Source: an optimization exercise on an open RTL-to-GDS flow (aim: small area, a short achievable clock period and few clock cycles per item). Production flows keep margins and buffers that such runs may drop.
Where RTL was checked, it was by simulation tests only, not by an equivalence proof against the original.
For run 4, only the layout was checked, not whether the RTL still works.
Power figures rest on the tool's default switching activity, not on a simulated workload.

### design/flow/design.v
`default_nettype none
package cpu_pkg;
    localparam int data_w      = 16;    
    localparam int reg_idx_w   = 4;     
    localparam int imm_w       = 5;     
    localparam int data_addr_w = 8;
    localparam int pc_w        = 8;
    localparam logic [2:0] op_add_sub  = 3'd0;
    localparam logic [2:0] op_slt_mult = 3'd1;
    localparam logic [2:0] op_load     = 3'd2;
    localparam logic [2:0] op_store    = 3'd3;
    localparam logic [2:0] op_beq      = 3'd4;
    localparam logic [2:0] op_jump     = 3'd5;
endpackage
`default_nettype wire
`timescale 1ns/10ps
`default_nettype none
import cpu_pkg::*;
module pc_unit (
    input  wire                clk,
    input  wire                rst_n,
    input  wire                redirect,      
    input  wire [pc_w-1:0]     redirect_pc,
    input  wire                hold,          
    input  wire                jump,          
    input  wire [pc_w-1:0]     jump_pc,
    output logic [pc_w-1:0]    pc
);
    always_ff @(posedge clk or negedge rst_n) begin
        if (!rst_n)
            pc <= '0;
        else if (redirect)
            pc <= redirect_pc;
        else if (jump)
            pc <= jump_pc;
        else if (!hold)
            pc <= pc + pc_w'(1);
    end
endmodule
`default_nettype wire
`timescale 1ns/10ps
`default_nettype none
import cpu_pkg::*;
module reg_file (
    input  wire                        clk,
    input  wire                        rst_n,
    input  wire [reg_idx_w-1:0]        rs_idx,
    input  wire [reg_idx_w-1:0]        rt_idx,
    input  wire                        we,
    input  wire [reg_idx_w-1:0]        wr_idx,
    input  wire [data_w-1:0]           wr_data,
    output logic [data_w-1:0]          rs_data,
    output logic [data_w-1:0]          rt_data
);
    logic [data_w-1:0] regs [16];
    logic [15:0]       written;
    always_ff @(posedge clk or negedge rst_n) begin
        if (!rst_n)
            written <= '0;
        else if (we)
            written[wr_idx] <= 1'b1;
    end
    always_ff @(posedge clk) begin
        if (we)
            regs[wr_idx] <= wr_data;
    end
    always_comb begin
        rs_data = '0;
        rt_data = '0;
        for (int r = 0; r < 16; r++) begin
            rs_data = rs_data | (regs[r] & {data_w{(rs_idx == r[3:0]) && written[r]}});
            rt_data = rt_data | (regs[r] & {data_w{(rt_idx == r[3:0]) && written[r]}});
        end
    end
endmodule
`default_nettype wire
`timescale 1ns/10ps
`default_nettype none
import cpu_pkg::*;
module exec_unit (
    input  wire                clk,
    input  wire [data_w-1:0]   a,
    input  wire [data_w-1:0]   b,
    input  wire                sub,       
    input  wire                slt,
    output logic [data_w-1:0]  alu_out,
    output logic               eq,
    output logic [data_w-1:0]  product    
);
    logic [data_w-1:0] sum;
    logic              lt;
    logic [data_w-1:0] ms;
    logic [data_w-1:0] mc;
    logic [data_w-1:0] ms_q;
    logic [data_w-1:0] mc_q;
    pfx_add #(.W(data_w)) u_alu_add (
        .a   (a),
        .b   (b ^ {data_w{sub}}),
        .cin (sub),
        .sum (sum)
    );
    assign lt      = (a[15] ^ b[15]) ? a[15] : sum[15];
    assign alu_out = slt ? {15'b0, lt} : sum;
    assign eq      = (a == b);
    mul_csa u_mul_csa (
        .a (a),
        .b (b),
        .s (ms),
        .c (mc)
    );
    always_ff @(posedge clk) begin
        ms_q <= ms;
        mc_q <= mc;
    end
    pfx_add #(.W(data_w)) u_mul_add (
        .a   (ms_q),
        .b   (mc_q),
        .cin (1'b0),
        .sum (product)
    );
endmodule
module mul_csa (
    input  wire [15:0] a,
    input  wire [15:0] b,
    output wire [15:0] s,
    output wire [15:0] c
);
    wire one0 = b[0] ^ 1'b0;
    wire two0 = (b[1] & ~b[0] & ~1'b0) | (~b[1] & b[0] & 1'b0);
    wire neg0 = b[1];
    wire p0_0 = (one0 & a[0]) ^ neg0;
    wire p0_1 = ((one0 & a[1]) | (two0 & a[0])) ^ neg0;
    wire p0_2 = ((one0 & a[2]) | (two0 & a[1])) ^ neg0;
    wire p0_3 = ((one0 & a[3]) | (two0 & a[2])) ^ neg0;
    wire p0_4 = ((one0 & a[4]) | (two0 & a[3])) ^ neg0;
    wire p0_5 = ((one0 & a[5]) | (two0 & a[4])) ^ neg0;
    wire p0_6 = ((one0 & a[6]) | (two0 & a[5])) ^ neg0;
    wire p0_7 = ((one0 & a[7]) | (two0 & a[6])) ^ neg0;
    wire p0_8 = ((one0 & a[8]) | (two0 & a[7])) ^ neg0;
    wire p0_9 = ((one0 & a[9]) | (two0 & a[8])) ^ neg0;
    wire p0_10 = ((one0 & a[10]) | (two0 & a[9])) ^ neg0;
    wire p0_11 = ((one0 & a[11]) | (two0 & a[10])) ^ neg0;
    wire p0_12 = ((one0 & a[12]) | (two0 & a[11])) ^ neg0;
    wire p0_13 = ((one0 & a[13]) | (two0 & a[12])) ^ neg0;
    wire p0_14 = ((one0 & a[14]) | (two0 & a[13])) ^ neg0;
    wire p0_15 = ((one0 & a[15]) | (two0 & a[14])) ^ neg0;
    wire one1 = b[2] ^ b[1];
    wire two1 = (b[3] & ~b[2] & ~b[1]) | (~b[3] & b[2] & b[1]);
    wire neg1 = b[3];
    wire p1_0 = (one1 & a[0]) ^ neg1;
    wire p1_1 = ((one1 & a[1]) | (two1 & a[0])) ^ neg1;
    wire p1_2 = ((one1 & a[2]) | (two1 & a[1])) ^ neg1;
    wire p1_3 = ((one1 & a[3]) | (two1 & a[2])) ^ neg1;
    wire p1_4 = ((one1 & a[4]) | (two1 & a[3])) ^ neg1;
    wire p1_5 = ((one1 & a[5]) | (two1 & a[4])) ^ neg1;
    wire p1_6 = ((one1 & a[6]) | (two1 & a[5])) ^ neg1;
    wire p1_7 = ((one1 & a[7]) | (two1 & a[6])) ^ neg1;
    wire p1_8 = ((one1 & a[8]) | (two1 & a[7])) ^ neg1;
    wire p1_9 = ((one1 & a[9]) | (two1 & a[8])) ^ neg1;
    wire p1_10 = ((one1 & a[10]) | (two1 & a[9])) ^ neg1;
    wire p1_11 = ((one1 & a[11]) | (two1 & a[10])) ^ neg1;
    wire p1_12 = ((one1 & a[12]) | (two1 & a[11])) ^ neg1;
    wire p1_13 = ((one1 & a[13]) | (two1 & a[12])) ^ neg1;
    wire one2 = b[4] ^ b[3];
    wire two2 = (b[5] & ~b[4] & ~b[3]) | (~b[5] & b[4] & b[3]);
    wire neg2 = b[5];
    wire p2_0 = (one2 & a[0]) ^ neg2;
    wire p2_1 = ((one2 & a[1]) | (two2 & a[0])) ^ neg2;
    wire p2_2 = ((one2 & a[2]) | (two2 & a[1])) ^ neg2;
    wire p2_3 = ((one2 & a[3]) | (two2 & a[2])) ^ neg2;
    wire p2_4 = ((one2 & a[4]) | (two2 & a[3])) ^ neg2;
    wire p2_5 = ((one2 & a[5]) | (two2 & a[4])) ^ neg2;
    wire p2_6 = ((one2 & a[6]) | (two2 & a[5])) ^ neg2;
    wire p2_7 = ((one2 & a[7]) | (two2 & a[6])) ^ neg2;
    wire p2_8 = ((one2 & a[8]) | (two2 & a[7])) ^ neg2;
    wire p2_9 = ((one2 & a[9]) | (two2 & a[8])) ^ neg2;
    wire p2_10 = ((one2 & a[10]) | (two2 & a[9])) ^ neg2;
    wire p2_11 = ((one2 & a[11]) | (two2 & a[10])) ^ neg2;
    wire one3 = b[6] ^ b[5];
    wire two3 = (b[7] & ~b[6] & ~b[5]) | (~b[7] & b[6] & b[5]);
    wire neg3 = b[7];
    wire p3_0 = (one3 & a[0]) ^ neg3;
    wire p3_1 = ((one3 & a[1]) | (two3 & a[0])) ^ neg3;
    wire p3_2 = ((one3 & a[2]) | (two3 & a[1])) ^ neg3;
    wire p3_3 = ((one3 & a[3]) | (two3 & a[2])) ^ neg3;
    wire p3_4 = ((one3 & a[4]) | (two3 & a[3])) ^ neg3;
    wire p3_5 = ((one3 & a[5]) | (two3 & a[4])) ^ neg3;
    wire p3_6 = ((one3 & a[6]) | (two3 & a[5])) ^ neg3;
    wire p3_7 = ((one3 & a[7]) | (two3 & a[6])) ^ neg3;
    wire p3_8 = ((one3 & a[8]) | (two3 & a[7])) ^ neg3;
    wire p3_9 = ((one3 & a[9]) | (two3 & a[8])) ^ neg3;
    wire one4 = b[8] ^ b[7];
    wire two4 = (b[9] & ~b[8] & ~b[7]) | (~b[9] & b[8] & b[7]);
    wire neg4 = b[9];
    wire p4_0 = (one4 & a[0]) ^ neg4;
    wire p4_1 = ((one4 & a[1]) | (two4 & a[0])) ^ neg4;
    wire p4_2 = ((one4 & a[2]) | (two4 & a[1])) ^ neg4;
    wire p4_3 = ((one4 & a[3]) | (two4 & a[2])) ^ neg4;
    wire p4_4 = ((one4 & a[4]) | (two4 & a[3])) ^ neg4;
    wire p4_5 = ((one4 & a[5]) | (two4 & a[4])) ^ neg4;
    wire p4_6 = ((one4 & a[6]) | (two4 & a[5])) ^ neg4;
    wire p4_7 = ((one4 & a[7]) | (two4 & a[6])) ^ neg4;
    wire one5 = b[10] ^ b[9];
    wire two5 = (b[11] & ~b[10] & ~b[9]) | (~b[11] & b[10] & b[9]);
    wire neg5 = b[11];
    wire p5_0 = (one5 & a[0]) ^ neg5;
    wire p5_1 = ((one5 & a[1]) | (two5 & a[0])) ^ neg5;
    wire p5_2 = ((one5 & a[2]) | (two5 & a[1])) ^ neg5;
    wire p5_3 = ((one5 & a[3]) | (two5 & a[2])) ^ neg5;
    wire p5_4 = ((one5 & a[4]) | (two5 & a[3])) ^ neg5;
    wire p5_5 = ((one5 & a[5]) | (two5 & a[4])) ^ neg5;
    wire one6 = b[12] ^ b[11];
    wire two6 = (b[13] & ~b[12] & ~b[11]) | (~b[13] & b[12] & b[11]);
    wire neg6 = b[13];
    wire p6_0 = (one6 & a[0]) ^ neg6;
    wire p6_1 = ((one6 & a[1]) | (two6 & a[0])) ^ neg6;
    wire p6_2 = ((one6 & a[2]) | (two6 & a[1])) ^ neg6;
    wire p6_3 = ((one6 & a[3]) | (two6 & a[2])) ^ neg6;
    wire one7 = b[14] ^ b[13];
    wire two7 = (b[15] & ~b[14] & ~b[13]) | (~b[15] & b[14] & b[13]);
    wire neg7 = b[15];
    wire p7_0 = (one7 & a[0]) ^ neg7;
    wire p7_1 = ((one7 & a[1]) | (two7 & a[0])) ^ neg7;
    wire s1 = p0_10 ^ p1_8;
    wire c2 = p0_10 & p1_8;
    wire s3 = p0_11 ^ p1_9;
    wire c4 = p0_11 & p1_9;
    wire s5 = p0_12 ^ p1_10 ^ p2_8;
    wire c6 = (p0_12 & p1_10) | (p0_12 & p2_8) | (p1_10 & p2_8);
    wire s7 = p3_6 ^ p4_4;
    wire c8 = p3_6 & p4_4;
    wire s9 = p0_13 ^ p1_11 ^ p2_9;
    wire c10 = (p0_13 & p1_11) | (p0_13 & p2_9) | (p1_11 & p2_9);
    wire s11 = p3_7 ^ p4_5;
    wire c12 = p3_7 & p4_5;
    wire s13 = p0_14 ^ p1_12 ^ p2_10;
    wire c14 = (p0_14 & p1_12) | (p0_14 & p2_10) | (p1_12 & p2_10);
    wire s15 = p3_8 ^ p4_6 ^ p5_4;
    wire c16 = (p3_8 & p4_6) | (p3_8 & p5_4) | (p4_6 & p5_4);
    wire s17 = p6_2 ^ p7_0;
    wire c18 = p6_2 & p7_0;
    wire s19 = p0_15 ^ p1_13 ^ p2_11;
    wire s21 = p3_9 ^ p4_7 ^ p5_5;
    wire s23 = p6_3 ^ p7_1;
    wire s25 = p0_6 ^ p1_4;
    wire c26 = p0_6 & p1_4;
    wire s27 = p0_7 ^ p1_5;
    wire c28 = p0_7 & p1_5;
    wire s29 = p0_8 ^ p1_6 ^ p2_4;
    wire c30 = (p0_8 & p1_6) | (p0_8 & p2_4) | (p1_6 & p2_4);
    wire s31 = p3_2 ^ p4_0;
    wire c32 = p3_2 & p4_0;
    wire s33 = p0_9 ^ p1_7 ^ p2_5;
    wire c34 = (p0_9 & p1_7) | (p0_9 & p2_5) | (p1_7 & p2_5);
    wire s35 = p3_3 ^ p4_1;
    wire c36 = p3_3 & p4_1;
    wire s37 = p2_6 ^ p3_4 ^ p4_2;
    wire c38 = (p2_6 & p3_4) | (p2_6 & p4_2) | (p3_4 & p4_2);
    wire s39 = p5_0 ^ neg5 ^ s1;
    wire c40 = (p5_0 & neg5) | (p5_0 & s1) | (neg5 & s1);
    wire s41 = p2_7 ^ p3_5 ^ p4_3;
    wire c42 = (p2_7 & p3_5) | (p2_7 & p4_3) | (p3_5 & p4_3);
    wire s43 = p5_1 ^ s3 ^ c2;
    wire c44 = (p5_1 & s3) | (p5_1 & c2) | (s3 & c2);
    wire s45 = p5_2 ^ p6_0 ^ neg6;
    wire c46 = (p5_2 & p6_0) | (p5_2 & neg6) | (p6_0 & neg6);
    wire s47 = s5 ^ s7 ^ c4;
    wire c48 = (s5 & s7) | (s5 & c4) | (s7 & c4);
    wire s49 = p5_3 ^ p6_1 ^ s9;
    wire c50 = (p5_3 & p6_1) | (p5_3 & s9) | (p6_1 & s9);
    wire s51 = s11 ^ c6 ^ c8;
    wire c52 = (s11 & c6) | (s11 & c8) | (c6 & c8);
    wire s53 = neg7 ^ s13 ^ s15;
    wire c54 = (neg7 & s13) | (neg7 & s15) | (s13 & s15);
    wire s55 = s17 ^ c10 ^ c12;
    wire c56 = (s17 & c10) | (s17 & c12) | (c10 & c12);
    wire s57 = s19 ^ s21 ^ s23;
    wire s59 = c14 ^ c16 ^ c18;
    wire s61 = p0_4 ^ p1_2;
    wire c62 = p0_4 & p1_2;
    wire s63 = p0_5 ^ p1_3;
    wire c64 = p0_5 & p1_3;
    wire s65 = p2_2 ^ p3_0 ^ neg3;
    wire c66 = (p2_2 & p3_0) | (p2_2 & neg3) | (p3_0 & neg3);
    wire s67 = p2_3 ^ p3_1 ^ s27;
    wire c68 = (p2_3 & p3_1) | (p2_3 & s27) | (p3_1 & s27);
    wire s69 = neg4 ^ s29 ^ s31;
    wire c70 = (neg4 & s29) | (neg4 & s31) | (s29 & s31);
    wire s71 = s33 ^ s35 ^ c30;
    wire c72 = (s33 & s35) | (s33 & c30) | (s35 & c30);
    wire s73 = s37 ^ s39 ^ c34;
    wire c74 = (s37 & s39) | (s37 & c34) | (s39 & c34);
    wire s75 = s41 ^ s43 ^ c38;
    wire c76 = (s41 & s43) | (s41 & c38) | (s43 & c38);
    wire s77 = s45 ^ s47 ^ c42;
    wire c78 = (s45 & s47) | (s45 & c42) | (s47 & c42);
    wire s79 = s49 ^ s51 ^ c46;
    wire c80 = (s49 & s51) | (s49 & c46) | (s51 & c46);
    wire s81 = s53 ^ s55 ^ c50;
    wire c82 = (s53 & s55) | (s53 & c50) | (s55 & c50);
    wire s83 = s57 ^ s59 ^ c54;
    wire s85 = p0_2 ^ p1_0;
    wire c86 = p0_2 & p1_0;
    wire s87 = p0_3 ^ p1_1;
    wire c88 = p0_3 & p1_1;
    wire s89 = p2_0 ^ neg2 ^ s61;
    wire c90 = (p2_0 & neg2) | (p2_0 & s61) | (neg2 & s61);
    wire s91 = p2_1 ^ s63 ^ c62;
    wire c92 = (p2_1 & s63) | (p2_1 & c62) | (s63 & c62);
    wire s93 = s25 ^ s65 ^ c64;
    wire c94 = (s25 & s65) | (s25 & c64) | (s65 & c64);
    wire s95 = c26 ^ s67 ^ c66;
    wire c96 = (c26 & s67) | (c26 & c66) | (s67 & c66);
    wire s97 = c28 ^ s69 ^ c68;
    wire c98 = (c28 & s69) | (c28 & c68) | (s69 & c68);
    wire s99 = c32 ^ s71 ^ c70;
    wire c100 = (c32 & s71) | (c32 & c70) | (s71 & c70);
    wire s101 = c36 ^ s73 ^ c72;
    wire c102 = (c36 & s73) | (c36 & c72) | (s73 & c72);
    wire s103 = c40 ^ s75 ^ c74;
    wire c104 = (c40 & s75) | (c40 & c74) | (s75 & c74);
    wire s105 = c44 ^ s77 ^ c76;
    wire c106 = (c44 & s77) | (c44 & c76) | (s77 & c76);
    wire s107 = c48 ^ s79 ^ c78;
    wire c108 = (c48 & s79) | (c48 & c78) | (s79 & c78);
    wire s109 = c52 ^ s81 ^ c80;
    wire c110 = (c52 & s81) | (c52 & c80) | (s81 & c80);
    wire s111 = c56 ^ s83 ^ c82;
    assign s[0] = p0_0;
    assign c[0] = neg0;
    assign s[1] = p0_1;
    assign c[1] = 1'b0;
    assign s[2] = neg1;
    assign c[2] = s85;
    assign s[3] = s87;
    assign c[3] = c86;
    assign s[4] = s89;
    assign c[4] = c88;
    assign s[5] = s91;
    assign c[5] = c90;
    assign s[6] = s93;
    assign c[6] = c92;
    assign s[7] = s95;
    assign c[7] = c94;
    assign s[8] = s97;
    assign c[8] = c96;
    assign s[9] = s99;
    assign c[9] = c98;
    assign s[10] = s101;
    assign c[10] = c100;
    assign s[11] = s103;
    assign c[11] = c102;
    assign s[12] = s105;
    assign c[12] = c104;
    assign s[13] = s107;
    assign c[13] = c106;
    assign s[14] = s109;
    assign c[14] = c108;
    assign s[15] = s111;
    assign c[15] = c110;
endmodule
module pfx_add #(
    parameter int W = 16
) (
    input  wire [W-1:0]  a,
    input  wire [W-1:0]  b,
    input  wire          cin,
    output wire [W-1:0]  sum
);
    localparam int L = (W <= 8) ? 3 : 4;    
    wire [(L+1)*W-1:0] g;
    wire [(L+1)*W-1:0] p;
    assign g[0] = (a[0] & b[0]) | (cin & (a[0] ^ b[0]));
    assign p[0] = a[0] ^ b[0];
    assign g[W-1:1] = a[W-1:1] & b[W-1:1];
    assign p[W-1:1] = a[W-1:1] ^ b[W-1:1];
    genvar l, i;
    generate
        for (l = 0; l < L; l++) begin : g_lvl
            for (i = 0; i < W; i++) begin : g_bit
                if ((i >> l) & 1) begin : g_op
                    localparam int j = ((i >> l) << l) - 1;
                    assign g[(l+1)*W + i] = g[l*W + i] | (p[l*W + i] & g[l*W + j]);
                    assign p[(l+1)*W + i] = p[l*W + i] & p[l*W + j];
                end else begin : g_pass
                    assign g[(l+1)*W + i] = g[l*W + i];
                    assign p[(l+1)*W + i] = p[l*W + i];
                end
            end
        end
    endgenerate
    assign sum = a ^ b ^ {g[L*W +: W-1], cin};
endmodule
`default_nettype wire
`timescale 1ns/10ps
`default_nettype none
import cpu_pkg::*;
module cpu_control (
    input  wire [data_w-1:0]     w,
    output logic                 reads_rs,
    output logic                 reads_rt,
    output logic                 writes,
    output logic [reg_idx_w-1:0] wr_idx,
    output logic                 is_alu,     
    output logic                 is_sub,     
    output logic                 is_slt,
    output logic                 is_mult,
    output logic                 is_load,
    output logic                 is_store,
    output logic                 is_beq
);
    logic [2:0] opc;
    assign opc = w[15:13];
    assign is_load  = (opc == op_load);
    assign is_store = (opc == op_store);
    assign is_beq   = (opc == op_beq);
    assign is_mult  = (opc == op_slt_mult) && w[0];
    assign is_slt   = (opc == op_slt_mult) && !w[0];
    assign is_alu   = (opc == op_add_sub) || is_slt;
    assign is_sub   = ((opc == op_add_sub) && w[0]) || is_slt;
    assign reads_rs = (opc <= op_beq);
    assign reads_rt = (opc <= op_beq) && (opc != op_load);
    assign writes   = (opc <= op_load);
    assign wr_idx   = is_load ? w[8:5] : w[4:1];
endmodule
`default_nettype wire
`timescale 1ns/10ps
`default_nettype none
import cpu_pkg::*;
module cpu_top #(
    parameter int inst_addr_w = 8
) (
    input  wire                     clk,
    input  wire                     rst_n,
    input  wire [data_w-1:0]        inst_rdata,
    input  wire [data_w-1:0]        data_rdata,
    output logic [inst_addr_w-1:0]  inst_addr,
    output logic [data_addr_w-1:0]  data_addr,
    output logic [data_w-1:0]       data_wdata,
    output logic                    data_we,
    output logic                    io_stall
);
    logic              i_valid;
    logic [pc_w-1:0]   pc_i;
    logic              d_valid;
    logic              d_stall;      
    logic [pc_w-1:0]   d_btgt;
    logic [data_w-1:0] ir;
    logic              e_valid;
    logic [data_w-1:0] e_a;
    logic [data_w-1:0] e_b;
    logic [pc_w-1:0]   e_addr;
    logic [pc_w-1:0]   e_btgt;
    logic              e_writes;
    logic [3:0]        e_wd;
    logic              e_alu;
    logic              e_sub;
    logic              e_slt;
    logic              e_load;
    logic              e_mult;
    logic              e_beq;
    logic              w_we;
    logic [3:0]        w_rd;
    logic              w_load;
    logic              w_mult;
    logic [data_w-1:0] w_res;
    logic              stall_q;
    logic              we_q;
    logic              redirect;
    logic              hz_i;
    logic              jump_i;
    logic              beq_self_i;
    logic [pc_w-1:0]   jump_pc_i;
    logic [pc_w-1:0]   btgt_i;       
    logic [2:0]        opc_i;
    logic              i_reads_rs;
    logic              i_reads_rt;
    logic              d_late;
    assign opc_i      = inst_rdata[15:13];
    assign beq_self_i = (opc_i == op_beq) && (inst_rdata[12:9] == inst_rdata[8:5]);
    assign jump_i     = i_valid && ((opc_i == op_jump) || beq_self_i);
    assign btgt_i     = pc_i + 8'd1 + {{3{inst_rdata[4]}}, inst_rdata[4:0]};
    assign jump_pc_i  = beq_self_i ? btgt_i : inst_rdata[7:0];
    assign i_reads_rs = (opc_i <= op_store) || ((opc_i == op_beq) && !beq_self_i);
    assign i_reads_rt = (opc_i != op_load) && i_reads_rs;
    assign hz_i = i_valid && d_late && !redirect &&
                  ((i_reads_rs && (inst_rdata[12:9] == ir_wd)) ||
                   (i_reads_rt && (inst_rdata[8:5] == ir_wd)));
    logic [3:0] ir_wd;
    pc_unit u_pc_unit (
        .clk         (clk),
        .rst_n       (rst_n),
        .redirect    (redirect),
        .redirect_pc (e_btgt),
        .hold        (hz_i),
        .jump        (jump_i && !redirect),
        .jump_pc     (jump_pc_i),
        .pc          (inst_addr)
    );
    always_ff @(posedge clk or negedge rst_n) begin
        if (!rst_n)
            i_valid <= 1'b0;
        else
            i_valid <= !(redirect || hz_i || jump_i);
    end
    always_ff @(posedge clk) begin
        pc_i <= inst_addr;
    end
    always_ff @(posedge clk or negedge rst_n) begin
        if (!rst_n) begin
            d_valid <= 1'b0;
            d_stall <= 1'b0;
        end else begin
            if (!d_stall)
                d_valid <= i_valid && !redirect;
            d_stall <= hz_i;
        end
    end
    always_ff @(posedge clk) begin
        if (!d_stall) begin
            ir   <= inst_rdata;
            d_btgt <= btgt_i;
        end
    end
    logic                 d_reads_rs;
    logic                 d_reads_rt;
    logic                 d_writes;
    logic [3:0]           d_wd;
    logic                 d_alu;
    logic                 d_sub;
    logic                 d_slt;
    logic                 d_mult;
    logic                 d_load;
    logic                 d_store;
    logic                 d_beq;
    logic [3:0]           d_rs;
    logic [3:0]           d_rt;
    logic [data_w-1:0]    rf_a;
    logic [data_w-1:0]    rf_b;
    logic [data_w-1:0]    d_a;
    logic [data_w-1:0]    d_b;
    logic [data_w-1:0]    alu_out;
    logic [data_w-1:0]    product;
    logic [data_w-1:0]    w_data;
    logic                 e_eq;
    logic                 e_fwd;      
    logic                 hit_ea;
    logic                 hit_eb;
    logic                 hit_wa;
    logic                 hit_wb;
    logic                 d_go;       
    assign d_rs  = ir[12:9];
    assign d_rt  = ir[8:5];
    assign ir_wd = d_wd;
    cpu_control u_cpu_control (
        .w        (ir),
        .reads_rs (d_reads_rs),
        .reads_rt (d_reads_rt),
        .writes   (d_writes),
        .wr_idx   (d_wd),
        .is_alu   (d_alu),
        .is_sub   (d_sub),
        .is_slt   (d_slt),
        .is_mult  (d_mult),
        .is_load  (d_load),
        .is_store (d_store),
        .is_beq   (d_beq)
    );
    assign d_late = d_valid && !d_stall && (d_load || d_mult);
    reg_file u_reg_file (
        .clk     (clk),
        .rst_n   (rst_n),
        .rs_idx  (d_rs),
        .rt_idx  (d_rt),
        .we      (w_we),
        .wr_idx  (w_rd),
        .wr_data (w_data),
        .rs_data (rf_a),
        .rt_data (rf_b)
    );
    assign e_fwd  = e_valid && e_writes && e_alu;
    assign hit_ea = e_fwd && (e_wd == d_rs);
    assign hit_eb = e_fwd && (e_wd == d_rt);
    assign hit_wa = w_we && (w_rd == d_rs);
    assign hit_wb = w_we && (w_rd == d_rt);
    assign d_a = hit_ea ? alu_out : hit_wa ? w_data : rf_a;
    assign d_b = hit_eb ? alu_out : hit_wb ? w_data : rf_b;
    assign redirect = e_valid && e_beq && e_eq;
    logic [7:0] imm8;
    logic [7:0] imm8_p1;
    logic [7:0] bx8;
    logic [7:0] cs_s;
    logic [7:0] cs_c;
    logic [7:0] addr_sum;
    logic [7:0] addr_e;
    logic [7:0] addr_d;
    logic       e_lt;
    assign imm8    = {{3{ir[4]}}, ir[4:0]};
    assign imm8_p1 = imm8 + 8'd1;
    assign bx8     = e_b[7:0] ^ {8{e_sub}};
    assign cs_s    = e_a[7:0] ^ bx8 ^ imm8;
    assign cs_c    = (e_a[7:0] & bx8) | (e_a[7:0] & imm8) | (bx8 & imm8);
    assign e_lt    = alu_out[0];
    pfx_add #(.W(8)) u_addr_e_add (
        .a   (cs_s),
        .b   ({cs_c[6:0], 1'b0}),
        .cin (e_sub),
        .sum (addr_sum)
    );
    assign addr_e = e_slt ? (e_lt ? imm8_p1 : imm8) : addr_sum;
    pfx_add #(.W(8)) u_addr_d_add (
        .a   (hit_wa ? w_data[7:0] : rf_a[7:0]),
        .b   (imm8),
        .cin (1'b0),
        .sum (addr_d)
    );
    assign d_go     = d_valid && !d_stall && !redirect;
    always_ff @(posedge clk or negedge rst_n) begin
        if (!rst_n)
            e_valid <= 1'b0;
        else
            e_valid <= d_go;
    end
    always_ff @(posedge clk) begin
        e_a      <= d_a;
        e_b      <= d_b;
        e_addr   <= hit_ea ? addr_e : addr_d;
        e_btgt   <= d_btgt;
        e_writes <= d_writes;
        e_wd     <= d_wd;
        e_alu    <= d_alu;
        e_sub    <= d_sub;
        e_slt    <= d_slt;
        e_load   <= d_load;
        e_mult   <= d_mult;
        e_beq    <= d_beq && (d_rs != d_rt);
    end
    exec_unit u_exec_unit (
        .clk     (clk),
        .a       (e_a),
        .b       (e_b),
        .sub     (e_sub),
        .slt     (e_slt),
        .alu_out (alu_out),
        .eq      (e_eq),
        .product (product)
    );
    always_ff @(posedge clk or negedge rst_n) begin
        if (!rst_n) begin
            stall_q <= 1'b1;
            we_q    <= 1'b0;
        end else begin
            stall_q <= !d_go;
            we_q    <= d_go && d_store;
        end
    end
    assign io_stall   = stall_q;
    assign data_we    = we_q;
    assign data_addr  = e_addr;
    assign data_wdata = e_b;
    always_ff @(posedge clk or negedge rst_n) begin
        if (!rst_n)
            w_we <= 1'b0;
        else
            w_we <= e_valid && e_writes;
    end
    always_ff @(posedge clk) begin
        w_rd   <= e_wd;
        w_load <= e_load;
        w_mult <= e_mult;
        w_res  <= alu_out;
    end
    assign w_data = w_load ? data_rdata : w_mult ? product : w_res;
endmodule
`default_nettype wire
### design/flow/flow/run.sh
#!/bin/bash
# Standard layout, with timing repair aiming below the clock period: the
# repair steps treat any path with less than SETUP_SLACK_MARGIN ns of slack
# as failing, so they keep improving the paths past the 10 ns constraint.
cp standard.sh standard.sh.txt
cp config.mk config.mk.txt
export SETUP_SLACK_MARGIN=7
export TNS_END_PERCENT=0
bash standard.sh > standard.log 2>&1
### design/flow/standard.sh
#!/bin/bash
# synth_recipe.tcl (not shown) runs the flow's synth.tcl, then flattens the netlist and writes it again
# the make line also repeats each setting of config.mk as NAME=value (left out here)
make -C /OpenROAD-flow-scripts/flow DESIGN_CONFIG=/design/flow/config.mk WORK_HOME=/design/flow/orfs CLKGATE_MAP_FILE= SYNTH_SCRIPT=/design/flow/synth_recipe.tcl "${@:-finish}"
### design/flow/config.mk
export PLATFORM = sky130hd
export DESIGN_NAME = cpu_top
export DESIGN_NICKNAME = cpu_top
export VERILOG_FILES = /design/flow/design.v
export SDC_FILE = /design/flow/constraint.sdc
export NUM_CORES = 4
export LEC_CHECK = 0
export CAP_MARGIN = 20
export CORE_MARGIN = 2
export CORE_UTILIZATION = 40
export SLEW_MARGIN = 20
### design/flow/constraint.sdc
create_clock -name core_clock -period 10.0 [get_ports {clk}]
set_input_delay 2.0000 -clock core_clock [delete_from_list [all_inputs] [get_ports {clk}]]
set_output_delay 2.0000 -clock core_clock [all_outputs]
set_load 0.01 [all_outputs]
==> results.yml, run 1 <==
placed_design:
  numPortBuffers: 67
  dpl.cell_count: 2988
  dp_hpwl_mm: 50.6
  gp_congestion: 0.912
worst_hold_path:
  hp-class: "flip-flop to flip-flop"
global_routing:
  grt_pass1_vias: 19000
  use_met3: 0.0627
  grtUsageMet2: 0.403
  gr-total-overflow: 0
  track_usage: 0.269
  grt_pass1_wl_mm: 123
  antenna_found_initial: 0
  met1_usage: 0.374
  grt_max_degree: 35
  busiest_layer: "met2"
power_and_ir_drop:
  p_seq_frac: 0.326
  clockPowerShare: 0.226
  combPwrFrac: 0.448
  switchingPower_mw: 3.12
  p_int_mw: 4.97
  pwr_density_cell_nw_per_um2: 285
  ir_drop_v: 0.000235
  finalPower_mw: 8.09
  sw_frac_of_total: 0.386
  power.leakage_nw: 11.2
yosys:
  synth_seq_area_share: 0.489
  synth_fa_ha_area_frac: 0.0830
  synthXorXnorAreaFrac: 0.0532
  syn_nets: 2409
  async_flop_share: 0.0719
  synthSimpleGateAreaFrac: 0.118
  synth_top_family_by_area: "compound AO/OA/AOI/OAI gates"
  synthCells: 2253
  synthFlopType: "edfxtp_1"
  synth_edf_count: 280
  ys_ff_latch: 431
  syn_area_sq_um: 23700
  synth_area_per_cell_sq_um: 10.5
  synth_cell_types: 86
  yosys_warnings: 4
  yosys-mux-area-fraction: 0.0238
  synth-compound-area-share: 0.185
drt:
  dr_total_vias: 19700
  detail-route-antenna-nets: 0
  first_pass_iters: 7
  drt-vias-per-instance: 6.23
  drc: 0
  wl_per_cell_um: 26.3
  drt-initial-drc-count: 2770
  wl_mm: 83.2
timing:
  fin_setup_tns_ns: 0
  fin_crit_ns: 3.62
  final_hold_viol_count: 0
  tightest_slew_ns: 0.975
  skew_ns: 0.0255
  slew_headroom: 0.347
  finalSetupViolations: 0
  rsz0062_at_grt: "yes"
  period_share: 0.362
  clock.fmax_ghz: 0.276
  drv_slew: 0
final_layout:
  antenna_cells: 0
  finalNetCount: 2502
  stdcell_count: 3157
  drive_above_1_share: 0.167
  area_growth_syn_to_layout_pct: 19.9
  fillers: 5271
cts:
  clockBufferDepth: 3
  cts_buffers: 46
  clkTransAtPathRegs_ns: 0.06
  ctsHoldBuffers: 0
  clock_sinks: 431
  cts_tree: "done"
  cts_root_buf: "clkbuf_16"
  clock_latency_ns: 0.61
  htreeDepth: 2
floorplan:
  core_sq_um: 58800
  die-area_sq_um: 61200
  rows: 89
  ios: 68
  die_x_um: 247
  start_util: 0.403
  fp.dieH_um: 247
critical_path:
  crit_path_max_fanout: 3
  cp-start-kind: "primary input"
  crit_type: "primary input to flip-flop"
  worst_ep_arrival_time_ns: 4.10
  critPathCaptureType: "flip-flop"
  crit_required_ns: 10.48
run:
  cap_violations: 0
outcome:
  status: "finished clean"
[routing by layer]
| layer | wire, um | vias up |
|---|---|---|
| met5 | 0 | - |
| met4 | 4040 | 0 |
| met3 | 9780 | 286 |
| met2 | 35900 | 1317 |
| met1 | 33500 | 9561 |
| li1 | - | 8491 |
[area by class of cell]
| cell class | count | area, sq um | share of cell area |
|---|---|---|---|
| clock buffer | 58 | 1250 | 0.0439 |
| sequential | 431 | 11700 | 0.410 |
| tap | 773 | 967 | 0.0340 |
| timing repair buffer | 221 | 2160 | 0.0761 |
| inverter | 114 | 433 | 0.0152 |
| clock inverter | 28 | 368 | 0.0129 |
| multi-input combinational | 1532 | 11600 | 0.407 |
[final timing paths]
check,end,start,cells after the start,slack (ns)
worst max-delay path,e_addr[7],data_rdata[6],10,6.38
worst min-delay path,w_load,e_load,0,0.33
worst max register to register,e_addr[7],u_exec_unit.mc_q[0],17,6.42
worst min register to register,w_load,e_load,0,0.33
max in group asynchronous,stall_q,rst_n,2,7.85
min in group asynchronous,u_pc_unit.pc[6],rst_n,2,1.80
[through the flow]
step | hold slack [ns] | utilization | setup slack (ns) | cell area (sq um)
floorplan | 0.310 | - | 5.95 | 23700
CTS | 0.331 | 0.481 | 6.45 | 28300
detailed placement | 0.314 | 0.429 | 4.91 | 25200
finish | 0.334 | 0.483 | 6.38 | 28400
global route | 0.335 | 0.483 | 6.24 | 28400
global placement | 0.310 | 0.429 | 5.00 | 25200
[sequential cells by signal, summed over array words and instances, names as in the netlist, 15 cells and up]
signal / cells
u_exec_unit.ms_q: 16
u_exec_unit.mc_q: 15
e_b: 16
e_a: 16
u_reg_file.written: 16
ir: 16
w_res: 16
u_reg_file.regs: 256
[cells in the mapped netlist, types with 5 or more instances]
cell type,count,area share
edfxtp_1,280,0.35
a22oi_1,267,0.085
nand2_1,226,0.036
nor2_1,146,0.023
clkbuf_1,133,0.021
dfxtp_1,120,0.10
inv_1,113,0.018
a21oi_1,87,0.018
xnor2_1,79,0.029
o21ai_0,76,0.016
ha_1,69,0.036
xor2_1,63,0.023
fa_1,53,0.045
mux2i_1,48,0.020
and3_1,42,0.011
a211oi_1,30,0.0095
dfrtp_1,30,0.032
o22ai_1,26,0.0069
nor3_1,25,0.0053
nor4_1,25,0.0066
a221oi_1,24,0.0089
buf_2,21,0.0044
a21o_1,19,0.0060
nand3_1,18,0.0038
buf_1,17,0.0027
and2_1,16,0.0042
and4_1,16,0.0059
nor2b_1,16,0.0042
nand4_1,15,0.0040
nand2b_1,14,0.0037
a22o_1,12,0.0044
o21a_1,11,0.0035
o211ai_1,10,0.0032
o21ai_1,8,0.0017
mux2_2,5,0.0024
o31ai_1,5,0.0016
[what timing repair did]
item / CTS / global route
cloned: 7 / 0
pin swaps: 43 / 7
setup buffers: 70 / 6
endpoints found under the setup margin: 194 / 195
hold endpoints to repair: 0 / 0
gates resized for setup: 252 / 20
[critical path, stage by stage]
cell             delay (ns)
clkdlybuf4s50_1        0.51
o22ai_2                0.12
mux2i_4                0.29
ha_2                   0.31
nor2_1                 0.07
nor2_2                 0.16
o41ai_4                0.10
xnor2_1                0.15
o21a_1                 0.18
o211a_1                0.20
[power groups by stage]
stage / Clock (mW) / Sequential [mW] / Combinational [mW]
floorplan: 0 / 2.53 / 2.25
global placement: 0 / 2.65 / 3.12
detailed placement: 0 / 2.65 / 3.19
CTS: 1.85 / 2.63 / 3.55
global route: 1.91 / 2.66 / 3.98
finish: 1.83 / 2.64 / 3.62
[layout by cell type (no fill, tap or decap), types with 13 or more instances in the layout]
master,netlist,layout
xnor2_1,79,77
fa_1,53,49
nor4_1,25,21
o22ai_1,26,25
nand3_1,18,18
clkbuf_16,0,47
buf_4,3,123
edfxtp_1,280,280
dfxtp_1,120,98
mux2i_1,48,47
a211oi_1,30,29
clkdlybuf4s50_1,0,22
a21oi_1,87,76
and4_1,16,16
a21o_1,19,19
and3_1,42,38
a221oi_1,24,22
ha_1,69,61
o21ai_0,76,67
nand2_1,226,222
dfxtp_4,0,15
nor2b_1,16,14
nor2_2,0,16
nor3_1,25,20
nand4_1,15,15
a22oi_1,267,264
dlygate4sd2_1,0,38
nand2b_1,14,13
dfrtp_1,30,28
inv_1,113,104
nor2_1,146,124
xor2_1,63,60
[cell families (layout without fill, tap and decap cells)]
logic type               count (synthesis)  after routing
multiplexers                            55             55
XOR/XNOR                               143            143
flip-flops                             431            431
buffers and inverters                  290            421
AO/OA/AOI/OAI                          623            623
adder cells (fa/ha/maj)                126            126
AND/OR/NAND/NOR                        585            585
Testbench counts, summed over its fixed seeds: cycles 60,777, instrs 50,571.
==> run 2: changes to the inputs <==
--- a/design/flow/design.v
+++ b/design/flow/design.v
@@ -441,7 +441,6 @@
     output logic                    io_stall
 );
     logic              i_valid;
-    logic [pc_w-1:0]   pc_i;
     logic              d_valid;
     logic              d_stall;      
     logic [pc_w-1:0]   d_btgt;
@@ -479,7 +478,7 @@
     assign opc_i      = inst_rdata[15:13];
     assign beq_self_i = (opc_i == op_beq) && (inst_rdata[12:9] == inst_rdata[8:5]);
     assign jump_i     = i_valid && ((opc_i == op_jump) || beq_self_i);
-    assign btgt_i     = pc_i + 8'd1 + {{3{inst_rdata[4]}}, inst_rdata[4:0]};
+    assign btgt_i     = inst_addr + {{3{inst_rdata[4]}}, inst_rdata[4:0]};
     assign jump_pc_i  = beq_self_i ? btgt_i : inst_rdata[7:0];
     assign i_reads_rs = (opc_i <= op_store) || ((opc_i == op_beq) && !beq_self_i);
     assign i_reads_rt = (opc_i != op_load) && i_reads_rs;
@@ -503,9 +502,6 @@
         else
             i_valid <= !(redirect || hz_i || jump_i);
     end
-    always_ff @(posedge clk) begin
-        pc_i <= inst_addr;
-    end
     always_ff @(posedge clk or negedge rst_n) begin
         if (!rst_n) begin
             d_valid <= 1'b0;
==> run 2 against run 1 <==
Effect of this change: synthesized area decreased by 0.47%; via count increased by 1.8%; clock skew decreased by 0.0046 ns; register-to-register slack improved by 0.02 ns.
==> results.yml, run 2 <==
yosys:
  synthCells: 2300
  synth_top_area_frac: 0.357
  synth_area_leaders: "edfxtp_1 36%, dfxtp_1 9.5%, a22oi_1 8.3%, fa_1 4.5%, nand2_1 4.1%"
  syn_nets: 2456
  synth_area_per_cell_sq_um: 10.3
  yosys_warnings: 4
  ys_ff_latch: 423
  syn_area_sq_um: 23600
  synthFlopType: "edfxtp_1"
  async_flop_share: 0.0733
  synthTopCellsByCount: "280 x edfxtp_1, 262 x a22oi_1, 257 x nand2_1"
  synth_seq_area_share: 0.485
  synth_most_common_cell: "edfxtp_1"
  synth_edf_count: 280
  yosysTopAreaCell: "edfxtp_1"
  synth_cell_types: 68
cts:
  cts_root_buf: "clkbuf_16"
  clkTransAtPathRegs_ns: 0.06
  cts_tree: "done"
  clock_latency_ns: 0.59
  cts_buffers: 46
  ctsHoldBuffers: 0
  htreeDepth: 2
  clockBufferDepth: 3
  clock_sinks: 423
critical_path:
  cpPeakStageDelay_ns: 0.58
  path_cells: "clkdlybuf4s50_1 > xor2_2 > nor4_4 > buf_4 > o31a_1 > nor4_4 > buf_6 > a21oi_1 > a221oi_1"
  critPathCaptureType: "flip-flop"
  cp_common_cell: "nor4_4"
  worst_path_max_delay_cell: "clkdlybuf4s50_1"
  cp-start-kind: "primary input"
  crit_path_max_fanout: 8
  critical_path.top_delay_family: "buffers and inverters"
  crit_required_ns: 10.45
  r2r_slack_ns: 6.44
  worst_ep_arrival_time_ns: 4.04
  cp_num_buf_inv: 3
  crit_type: "primary input to flip-flop"
timing:
  rsz0062_at_grt: "yes"
  fin_crit_ns: 3.59
  skew_ns: 0.0208
  fin_setup_tns_ns: 0
  period_share: 0.359
  tightest_slew_ns: 1.09
  finalSetupViolations: 0
  final_hold_viol_count: 0
  clock.fmax_ghz: 0.278
  slew_headroom: 0.275
  drv_slew: 0
drt:
  wl_mm: 84.2
  drt-initial-drc-count: 3186
  wl_per_cell_um: 26.4
  drt-vias-per-instance: 6.27
  dr_total_vias: 20000
  drc: 0
  first_pass_iters: 9
  detail-route-antenna-nets: 0
final_layout:
  drive_above_1_share: 0.160
  final_cell_area_sq_um: 28500
  largest-register: "u_reg_file.regs"
  area_growth_syn_to_layout_pct: 21.0
  finalNetCount: 2543
  largest_reg_flops: 256
  final_common_cell: "edfxtp_1"
  final_cell_mix: "280 x edfxtp_1, 253 x a22oi_1, 252 x nand2_1"
global_routing:
  track_usage: 0.271
  grt_pass1_vias: 19300
  antenna_found_initial: 0
  gr-total-overflow: 0
  grt_pass1_wl_mm: 122
  grt_max_degree: 37
floorplan:
  core_sq_um: 58000
  start_util: 0.406
  ios: 68
  die-area_sq_um: 60900
  die_x_um: 247
  rows: 88
  fp.dieH_um: 247
placed_design:
  placed_area_sq_um: 25100
  numPortBuffers: 67
  dp_hpwl_mm: 50.2
  gp_congestion: 0.904
power_and_ir_drop:
  pwr_density_cell_nw_per_um2: 275
  sw_frac_of_total: 0.388
  finalPower_mw: 7.86
  p_seq_frac: 0.326
  clockPowerShare: 0.224
  switchingPower_mw: 3.05
  combPwrFrac: 0.450
  ir_drop_v: 0.000147
  power.leakage_nw: 11.4
  p_int_mw: 4.81
outcome:
  status: "finished clean"
run:
  cap_violations: 0
worst_hold_path:
  hp-class: "flip-flop to flip-flop"
run 2: worst paths after layout:
| kind | from | to | cells past startpoint |
|---|---|---|---|
| max reg2reg | ir[10] | e_addr[7] | 18 |
| max in group asynchronous | rst_n | stall_q | 2 |
| max | inst_rdata[11] | u_pc_unit.pc[0] | 9 |
| min reg2reg | e_load | w_load | 0 |
| min in group asynchronous | rst_n | u_pc_unit.pc[2] | 2 |
| min | e_load | w_load | 0 |
run 2: per-stage QoR:
stage | utilization | std cells | worst slack (ns) | hold WS [ns]
final | 0.492 | 3190 | 6.41 | 0.327
after global routing | 0.492 | 3189 | 6.31 | 0.344
after CTS | 0.482 | 3165 | 6.43 | 0.331
after detailed placement | 0.433 | 3017 | 5.18 | 0.317
after global placement | 0.433 | 3016 | 5.35 | 0.312
after floorplan | - | 2300 | 6.20 | 0.310
run 2: layout make-up:
| cell class | count | area (sq um) |
|---|---|---|
| Fill cell | 5124 | 29500 |
| Multi-Input combinational cell | 1590 | 11700 |
| Timing Repair Buffer | 221 | 2390 |
| Inverter | 105 | 410 |
| Clock inverter | 26 | 254 |
| Sequential cell | 423 | 11500 |
| Tap cell | 765 | 957 |
| Antenna cell | 1 | 2.50 |
| Clock buffer | 59 | 1300 |
run 2: cell families after synthesis:
family                   share of synthesized area
AO/OA/AOI/OAI                                0.190
AND/OR/NAND/NOR                              0.117
flip-flops                                   0.485
buffers and inverters                       0.0465
XOR/XNOR                                    0.0522
adder cells (fa/ha/maj)                     0.0854
multiplexers                                0.0241
run 2: metal layers:
layer / track usage / wire length, um / up-vias / part of all wire
li1: - / - / 8623 / -
met3: 0.0638 / 10500 / 285 / 0.12
met5: 0 / 0 / - / 0
met2: 0.400 / 35700 / 1440 / 0.42
met4: 0.114 / 4070 / 0 / 0.048
met1: 0.380 / 33900 / 9664 / 0.40
run 2: repair_timing:
| action | CTS | global route |
|---|---|---|
| endpoints found under the hold margin | 0 | 0 |
| cloned | 9 | 1 |
| buffers inserted | 54 | 23 |
| pin swaps | 34 | 20 |
| gates resized for setup | 190 | 77 |
| endpoints found under the setup margin | 240 | 253 |
run 2: power groups by stage:
stage / Clock [mW] / Combinational, mW / Sequential, mW
after detailed placement: 0 / 3.13 / 2.58
final: 1.76 / 3.54 / 2.56
after global placement: 0 / 3.03 / 2.58
after CTS: 1.78 / 3.42 / 2.55
after floorplan: 0 / 2.21 / 2.46
after global routing: 1.84 / 3.88 / 2.58
Testbench counts of run 2, summed over its fixed seeds: cycles 60,777, instrs 50,571.
==> run 3: changes to the inputs <==
--- a/design/flow/flow/run.sh
+++ b/design/flow/flow/run.sh
@@ -4,6 +4,6 @@
 # as failing, so they keep improving the paths past the 10 ns constraint.
 cp standard.sh standard.sh.txt
 cp config.mk config.mk.txt
-export SETUP_SLACK_MARGIN=7
+export SETUP_SLACK_MARGIN=7.5
 export TNS_END_PERCENT=0
 bash standard.sh > standard.log 2>&1
==> run 3 against run 2 <==
Effect of this change: combinational power barely moved; core utilization did not move; non-clock buffer count did not move; critical path type unchanged; highest routed layer unchanged; setup slack did not move; worst hold slack did not move; synthesized area did not move.
==> results.yml, run 3 <==
cts:
  clkTransAtPathRegs_ns: 0.06
  cts_root_buf: "clkbuf_16"
  ctsHoldBuffers: 0
  cts_tree: "done"
  cts_buffers: 46
  clock_latency_ns: 0.59
  clock_sinks: 423
  clockBufferDepth: 3
  htreeDepth: 2
critical_path:
  worst_ep_arrival_time_ns: 4.04
  cpPeakStageDelay_ns: 0.58
  crit_path_max_fanout: 8
  cp_common_cell: "nor4_4"
  worst_path_max_delay_cell: "clkdlybuf4s50_1"
  crit_type: "primary input to flip-flop"
  cp-start-kind: "primary input"
  critPathCaptureType: "flip-flop"
  crit_required_ns: 10.45
  path_cells: "clkdlybuf4s50_1 > xor2_2 > nor4_4 > buf_4 > o31a_1 > nor4_4 > buf_6 > a21oi_1 > a221oi_1"
drt:
  drt-vias-per-instance: 6.27
  wl_per_cell_um: 26.4
  wl_mm: 84.2
  detail-route-antenna-nets: 0
  first_pass_iters: 9
  drc: 0
  drt-initial-drc-count: 3186
  dr_total_vias: 20000
timing:
  slew_headroom: 0.275
  clock.fmax_ghz: 0.278
  tightest_slew_ns: 1.09
  finalWorstSetupSlack_ns: 6.41
  holdWs_ns: 0.327
  fin_setup_tns_ns: 0
  final_hold_viol_count: 0
  drv_slew: 0
  period_share: 0.359
  rsz0062_at_grt: "yes"
  finalSetupViolations: 0
  skew_ns: 0.0208
  fin_crit_ns: 3.59
power_and_ir_drop:
  switchingPower_mw: 3.05
  pwr_density_cell_nw_per_um2: 275
  sw_frac_of_total: 0.388
  p_seq_frac: 0.326
  power.leakage_nw: 11.4
  ir_drop_v: 0.000147
  clockPowerShare: 0.224
  p_int_mw: 4.81
  combPwrFrac: 0.450
placed_design:
  place_ws_ns: 5.18
  placed_area_sq_um: 25100
  dpl.cell_count: 3017
  gp_congestion: 0.904
  dp_hpwl_mm: 50.2
  numPortBuffers: 67
floorplan:
  rows: 88
  die_x_um: 247
  ios: 68
  start_util: 0.406
  core_sq_um: 58000
  die-area_sq_um: 60900
  fp.dieH_um: 247
global_routing:
  track_usage: 0.271
  antenna_found_initial: 0
  grt_pass1_wl_mm: 122
  grt_max_degree: 37
  gr-total-overflow: 0
  grt_pass1_vias: 19300
yosys:
  synth_cell_types: 68
  synth_top_area_frac: 0.357
  syn_area_sq_um: 23600
  synthCells: 2300
  synth_area_leaders: "edfxtp_1 36%, dfxtp_1 9.5%, a22oi_1 8.3%, fa_1 4.5%, nand2_1 4.1%"
  synth_edf_count: 280
  synthFlopType: "edfxtp_1"
  ys_ff_latch: 423
  yosysTopAreaCell: "edfxtp_1"
  yosys_warnings: 4
  async_flop_share: 0.0733
  syn_nets: 2456
  synth_area_per_cell_sq_um: 10.3
  synth_seq_area_share: 0.485
  synthTopCellsByCount: "280 x edfxtp_1, 262 x a22oi_1, 257 x nand2_1"
  synth_most_common_cell: "edfxtp_1"
final_layout:
  final_cell_mix: "280 x edfxtp_1, 253 x a22oi_1, 252 x nand2_1"
  drive_above_1_share: 0.160
  largest-register: "u_reg_file.regs"
  stdcell_count: 3190
  finalNetCount: 2543
  largest_reg_flops: 256
  final_cell_area_sq_um: 28500
  area_growth_syn_to_layout_pct: 21.0
  final_common_cell: "edfxtp_1"
outcome:
  status: "finished clean"
run:
  cap_violations: 0
worst_hold_path:
  hp-class: "flip-flop to flip-flop"
-- run 3: power groups by stage --
stage / registers, mW / clock network, mW / logic, mW
6_report: 2.56 / 1.76 / 3.54
3_5_place_dp: 2.58 / 0 / 3.13
5_1_grt: 2.58 / 1.84 / 3.88
2_1_floorplan: 2.46 / 0 / 2.21
3_3_place_gp: 2.58 / 0 / 3.03
4_1_cts: 2.55 / 1.78 / 3.42
-- run 3: logic make-up (layout without fill, tap and decap cells) --
| logic type | count (synthesis) | after routing | share of synthesized area |
|---|---|---|---|
| AOI/OAI and AO/OA | 661 | 661 | 0.190 |
| and+or+nand+nor | 604 | 604 | 0.117 |
| DFF | 423 | 423 | 0.485 |
| buffers and inverters | 287 | 411 | 0.0465 |
| xor gates and xnor gates | 139 | 139 | 0.0522 |
| adders and majority gates | 131 | 131 | 0.0854 |
| muxes | 55 | 55 | 0.0241 |
| other | 0 | 1 | 0 |
-- run 3: cell type report --
cell class,instances,area [sq um]
Clock buffer,59,1300
Fill cell,5124,29500
Timing Repair Buffer,221,2390
Antenna cell,1,2.50
Inverter,105,410
Sequential cell,423,11500
Multi-Input combinational cell,1590,11700
Tap cell,765,957
Clock inverter,26,254
-- run 3: routing by layer --
metal,global-route usage,up-vias,wire length (um)
met2,0.400,1440,35700
met3,0.0638,285,10500
li1,-,8623,-
met5,0,-,0
met4,0.114,0,4070
met1,0.380,9664,33900
-- run 3: path summary, 6_finish.rpt --
kind,from,to,slack (ns),cells after the start
min,e_load,w_load,0.33,0
min reg2reg,e_load,w_load,0.33,0
max reg2reg,ir[10],e_addr[7],6.44,18
max in group asynchronous,rst_n,stall_q,7.82,2
min in group asynchronous,rst_n,u_pc_unit.pc[2],1.85,2
max,inst_rdata[11],u_pc_unit.pc[0],6.41,9
-- run 3: timing repair --
item                                   CTS  global route
setup endpoints to repair              371           332
endpoints found under the hold margin    0             0
buffers inserted                        54            23
cloned                                   9             1
resized for setup                      190            77
pin swaps                               34            20
-- run 3: critical path: cells and delay by family --
family / cells / cell delay [ns]
buffers and inverters: 3 / 0.91
AOI/OAI and AO/OA: 3 / 0.64
and+or+nand+nor: 2 / 0.27
xor gates and xnor gates: 1 / 0.21
-- run 3: through the flow --
step                      utilization  power [mW]
after floorplan                     -        4.67
after global placement          0.433        5.61
after detailed placement        0.433        5.71
after CTS                       0.482        7.75
after global routing            0.492        8.30
final                           0.492        7.86
==> run 4: changes to the inputs <==
--- a/design/flow/design.v
+++ b/design/flow/design.v
@@ -582,31 +582,10 @@
     assign d_a = hit_ea ? alu_out : hit_wa ? w_data : rf_a;
     assign d_b = hit_eb ? alu_out : hit_wb ? w_data : rf_b;
     assign redirect = e_valid && e_beq && e_eq;
-    logic [7:0] imm8;
-    logic [7:0] imm8_p1;
-    logic [7:0] bx8;
-    logic [7:0] cs_s;
-    logic [7:0] cs_c;
-    logic [7:0] addr_sum;
-    logic [7:0] addr_e;
     logic [7:0] addr_d;
-    logic       e_lt;
-    assign imm8    = {{3{ir[4]}}, ir[4:0]};
-    assign imm8_p1 = imm8 + 8'd1;
-    assign bx8     = e_b[7:0] ^ {8{e_sub}};
-    assign cs_s    = e_a[7:0] ^ bx8 ^ imm8;
-    assign cs_c    = (e_a[7:0] & bx8) | (e_a[7:0] & imm8) | (bx8 & imm8);
-    assign e_lt    = alu_out[0];
-    pfx_add #(.W(8)) u_addr_e_add (
-        .a   (cs_s),
-        .b   ({cs_c[6:0], 1'b0}),
-        .cin (e_sub),
-        .sum (addr_sum)
-    );
-    assign addr_e = e_slt ? (e_lt ? imm8_p1 : imm8) : addr_sum;
-    pfx_add #(.W(8)) u_addr_d_add (
-        .a   (hit_wa ? w_data[7:0] : rf_a[7:0]),
-        .b   (imm8),
+    pfx_add #(.W(8)) u_addr_add (
+        .a   (d_a[7:0]),
+        .b   ({{3{ir[4]}}, ir[4:0]}),
         .cin (1'b0),
         .sum (addr_d)
     );
@@ -620,7 +599,7 @@
     always_ff @(posedge clk) begin
         e_a      <= d_a;
         e_b      <= d_b;
-        e_addr   <= hit_ea ? addr_e : addr_d;
+        e_addr   <= addr_d;
         e_btgt   <= d_btgt;
         e_writes <= d_writes;
         e_wd     <= d_wd;
--- a/design/flow/flow/run.sh
+++ b/design/flow/flow/run.sh
@@ -4,6 +4,6 @@
 # as failing, so they keep improving the paths past the 10 ns constraint.
 cp standard.sh standard.sh.txt
 cp config.mk config.mk.txt
-export SETUP_SLACK_MARGIN=7.5
+export SETUP_SLACK_MARGIN=7
 export TNS_END_PERCENT=0
 bash standard.sh > standard.log 2>&1
==> run 4 against run 3 <==
Effect of this change: die area shrank 2.1%; synthesized cell count shrank 3.6%; global-route usage shrank 1.0 points; combinational power shrank 13%; clock power is essentially flat; clock skew shrank 0.0093 ns; fmax shrank 16%; sequential power is essentially flat; non-clock buffer count shrank 64; largest cell class is now flip-flops and latches.
==> results.yml, run 4 <==
power_and_ir_drop:
  ir_drop_v: 0.000181
  p_seq_frac: 0.346
  finalPower_mw: 7.39
  pwr_density_cell_nw_per_um2: 279
  power.leakage_nw: 10.3
  sw_frac_of_total: 0.382
  switchingPower_mw: 2.82
  p_int_mw: 4.57
  combPwrFrac: 0.417
  clockPowerShare: 0.237
yosys:
  synthFlopType: "edfxtp_1"
  synthXorXnorAreaFrac: 0.0488
  synth_most_common_cell: "edfxtp_1"
  synth-compound-area-share: 0.188
  synth_cell_types: 76
  syn_area_sq_um: 23100
  synth_seq_area_share: 0.495
  yosysTopAreaCell: "edfxtp_1"
  synthCells: 2218
  synth_edf_count: 280
  async_flop_share: 0.0733
  synth_area_leaders: "edfxtp_1 36%, dfxtp_1 9.7%, a22oi_1 8.2%, fa_1 3.7%, nand2_1 3.7%"
  synthSimpleGateAreaFrac: 0.123
  synthTopCellsByCount: "280 x edfxtp_1, 253 x a22oi_1, 227 x nand2_1"
  synth_fa_ha_area_frac: 0.0782
  synth_top_family_by_area: "compound AO/OA/AOI/OAI gates"
  syn_nets: 2356
  yosys-mux-area-fraction: 0.0208
  ys_ff_latch: 423
  synth_top_area_frac: 0.364
  yosys_warnings: 4
  synth_area_per_cell_sq_um: 10.4
timing:
  fin_crit_ns: 4.25
  drv_slew: 0
  finalSetupViolations: 0
  rsz0062_at_grt: "yes"
  skew_ns: 0.0116
  slew_headroom: 0.160
  period_share: 0.425
  fin_setup_tns_ns: 0
  clock.fmax_ghz: 0.235
  finalWorstSetupSlack_ns: 5.75
  final_hold_viol_count: 0
  tightest_slew_ns: 1.26
cts:
  cts_root_buf: "clkbuf_16"
  clkTransAtPathRegs_ns: 0.06
  clockBufferDepth: 3
  cts_tree: "done"
  clock_sinks: 423
  htreeDepth: 2
  cts_buffers: 46
  clock_latency_ns: 0.59
critical_path:
  worst_ep_arrival_time_ns: 4.71
  critPathCaptureType: "flip-flop"
  r2r_slack_ns: 5.75
  cp-start-kind: "flip-flop"
  crit_required_ns: 10.46
  path_cells: "xor2_1 > ha_2 > o21ai_0 > or4b_4 > o211ai_1 > nand3_2 > nor2b_4 > xor2_1 > a22o_1 > o21ai_2 > ha_2 > inv_1 > fa_2 > inv_2 > a21o_1 > a21o_1 > a21o_1 > a21oi_2 > o21bai_1 > xnor2_1 > xnor2_1"
  worst_path_max_delay_cell: "or4b_4"
  crit_path_max_fanout: 9
  cp_common_cell: "a21o_1"
  crit_type: "flip-flop to flip-flop"
  reg2reg_from: "e_sub"
  rr_worst_depth: 21
  cpPeakStageDelay_ns: 0.54
  reg2reg_to: "e_addr[7]"
final_layout:
  final_common_cell: "edfxtp_1"
  drive_above_1_share: 0.0970
  regArea_sq_um: 11500
  largest_reg_flops: 256
  finalNetCount: 2379
  area_growth_syn_to_layout_pct: 15.0
  stdcell_count: 3044
  multiInputGateArea_sq_um: 10700
  largest-register: "u_reg_file.regs"
  final_cell_mix: "280 x edfxtp_1, 253 x a22oi_1, 227 x nand2_1"
  fillers: 5201
worst_hold_path:
  hp-class: "flip-flop to flip-flop"
  worstHoldEndpoint: "w_mult"
  hp-start: "e_mult"
  hold_depth: 0
placed_design:
  gp_congestion: 0.859
  place_ws_ns: 4.91
  dp_hpwl_mm: 47.9
  numPortBuffers: 67
  dpl.cell_count: 2932
drt:
  first_pass_iters: 8
  dr_total_vias: 18700
  wl_per_cell_um: 26.1
  wl_mm: 79.4
  drt-initial-drc-count: 2499
  drt-vias-per-instance: 6.15
  detail-route-antenna-nets: 0
  drc: 0
floorplan:
  core_sq_um: 57400
  start_util: 0.402
  die-area_sq_um: 59600
  ios: 68
  fp.dieH_um: 244
  die_x_um: 244
  rows: 88
global_routing:
  grt_pass1_vias: 18000
  track_usage: 0.260
  antenna_found_initial: 0
  gr-total-overflow: 0
  grt_max_degree: 75
  grt_pass1_wl_mm: 116
run:
  cap_violations: 0
outcome:
  status: "finished clean"
run 4: stage by stage:
stage	utilization	area, sq um	hold WS [ns]
after global routing	0.463	26500	0.341
after floorplan	-	23200	0.310
after detailed placement	0.427	24500	0.318
after global placement	0.427	24500	0.316
after CTS	0.462	26500	0.337
final	0.463	26500	0.333
run 4: repair_timing:
item / in CTS / in global routing
hold buffers: 0 / 0
gates cloned: 4 / 1
resized for setup: 43 / 6
setup buffers: 20 / 1
setup endpoints to repair: 228 / 235
pin swaps: 16 / 5
run 4: worst max-delay path, delay by kind of cell, from the launching register on:
family	cells	cell delay, ns
and+or+nand+nor	3	0.85
buffers and inverters	2	0.11
DFF	1	0.39
xor gates and xnor gates	4	0.54
adders and majority gates	3	0.85
AOI/OAI and AO/OA	9	1.40
run 4: how the worst max path moves through the flow:
stage	slack, ns	endpoint	cells after the start	startpoint
after floorplan	5.58	e_addr[7]	25	e_b[5]
after global placement	4.87	e_addr[7]	19	data_rdata[0]
after detailed placement	4.91	e_addr[7]	19	data_rdata[0]
after CTS	5.80	e_addr[7]	22	e_sub
after global routing	5.49	e_addr[7]	21	e_sub
final	5.75	e_addr[7]	21	e_sub
run 4: cells by family (layout without fill, tap and decap cells):
kind of cell,Yosys count,after routing
AO/OA/AOI/OAI,637,637
AND/OR/NAND/NOR,596,596
flip-flops,423,423
buffers and inverters,266,326
XOR/XNOR,127,127
adder cells (fa/ha/maj),122,122
multiplexers,47,47
other,0,1
run 4: cell type report:
| cell class | count | share of cell area |
|---|---|---|
| Clock buffer | 58 | 0.0478 |
| Multi-Input combinational cell | 1529 | 0.403 |
| Clock inverter | 27 | 0.0108 |
| Timing Repair Buffer | 157 | 0.0582 |
| Sequential cell | 423 | 0.432 |
| Tap cell | 765 | 0.0361 |
| Inverter | 84 | 0.0119 |
| Antenna cell | 1 | 0.0000943 |
run 4: per-layer routing:
metal  track usage  wire length, um
met2         0.390            34500
met3        0.0565             8850
met4         0.111             3320
met1         0.364            32700
met5             0                0
run 4: power groups by stage:
stage | sequential [mW] | clock (mW) | combinational [mW]
3_5_place_dp | 2.59 | 0 | 2.91
6_report | 2.56 | 1.75 | 3.08
3_3_place_gp | 2.58 | 0 | 2.85
2_1_floorplan | 2.45 | 0 | 2.03
5_1_grt | 2.58 | 1.84 | 3.38
4_1_cts | 2.55 | 1.77 | 3.04

port drivers added, routing unchanged:
No port has a modelled driver above. Below, the same layouts with a new extraction and two added sets of constraints.
Step 1 assumes that a clkbuf_16 drives the clock port and a buf_2 every other input.
Step 2 adds t to the input delays and takes it off the output delays; t is the mean of the earliest and latest rising clock arrival at the registers after step 1. Input paths then give back, and output paths get back, about the clock's delay inside the block.
Three values: no drivers, after step 1, after step 2; two values: the first two.
| run | t (ns) | setup slack, ns | worst setup path at the end | pins driven straight from the clock port |
|---|---|---|---|---|
| run 1 | 0.661 | 6.377 / 6.409 / 5.747 | input to register | 1 |
| run 2 | 0.633 | 6.408 / 6.370 / 5.806 | input to register | 1 |
| run 3 | 0.633 | 6.408 / 6.370 / 5.806 | input to register | 1 |
| run 4 | 0.641 | 5.745 / 5.745 / 5.141 | input to register | 1 |
After both steps every run listed still meets setup and hold. The setup slack of run 1, which loses most, moves by +0.032 ns with the drivers and by -0.630 ns with both steps.
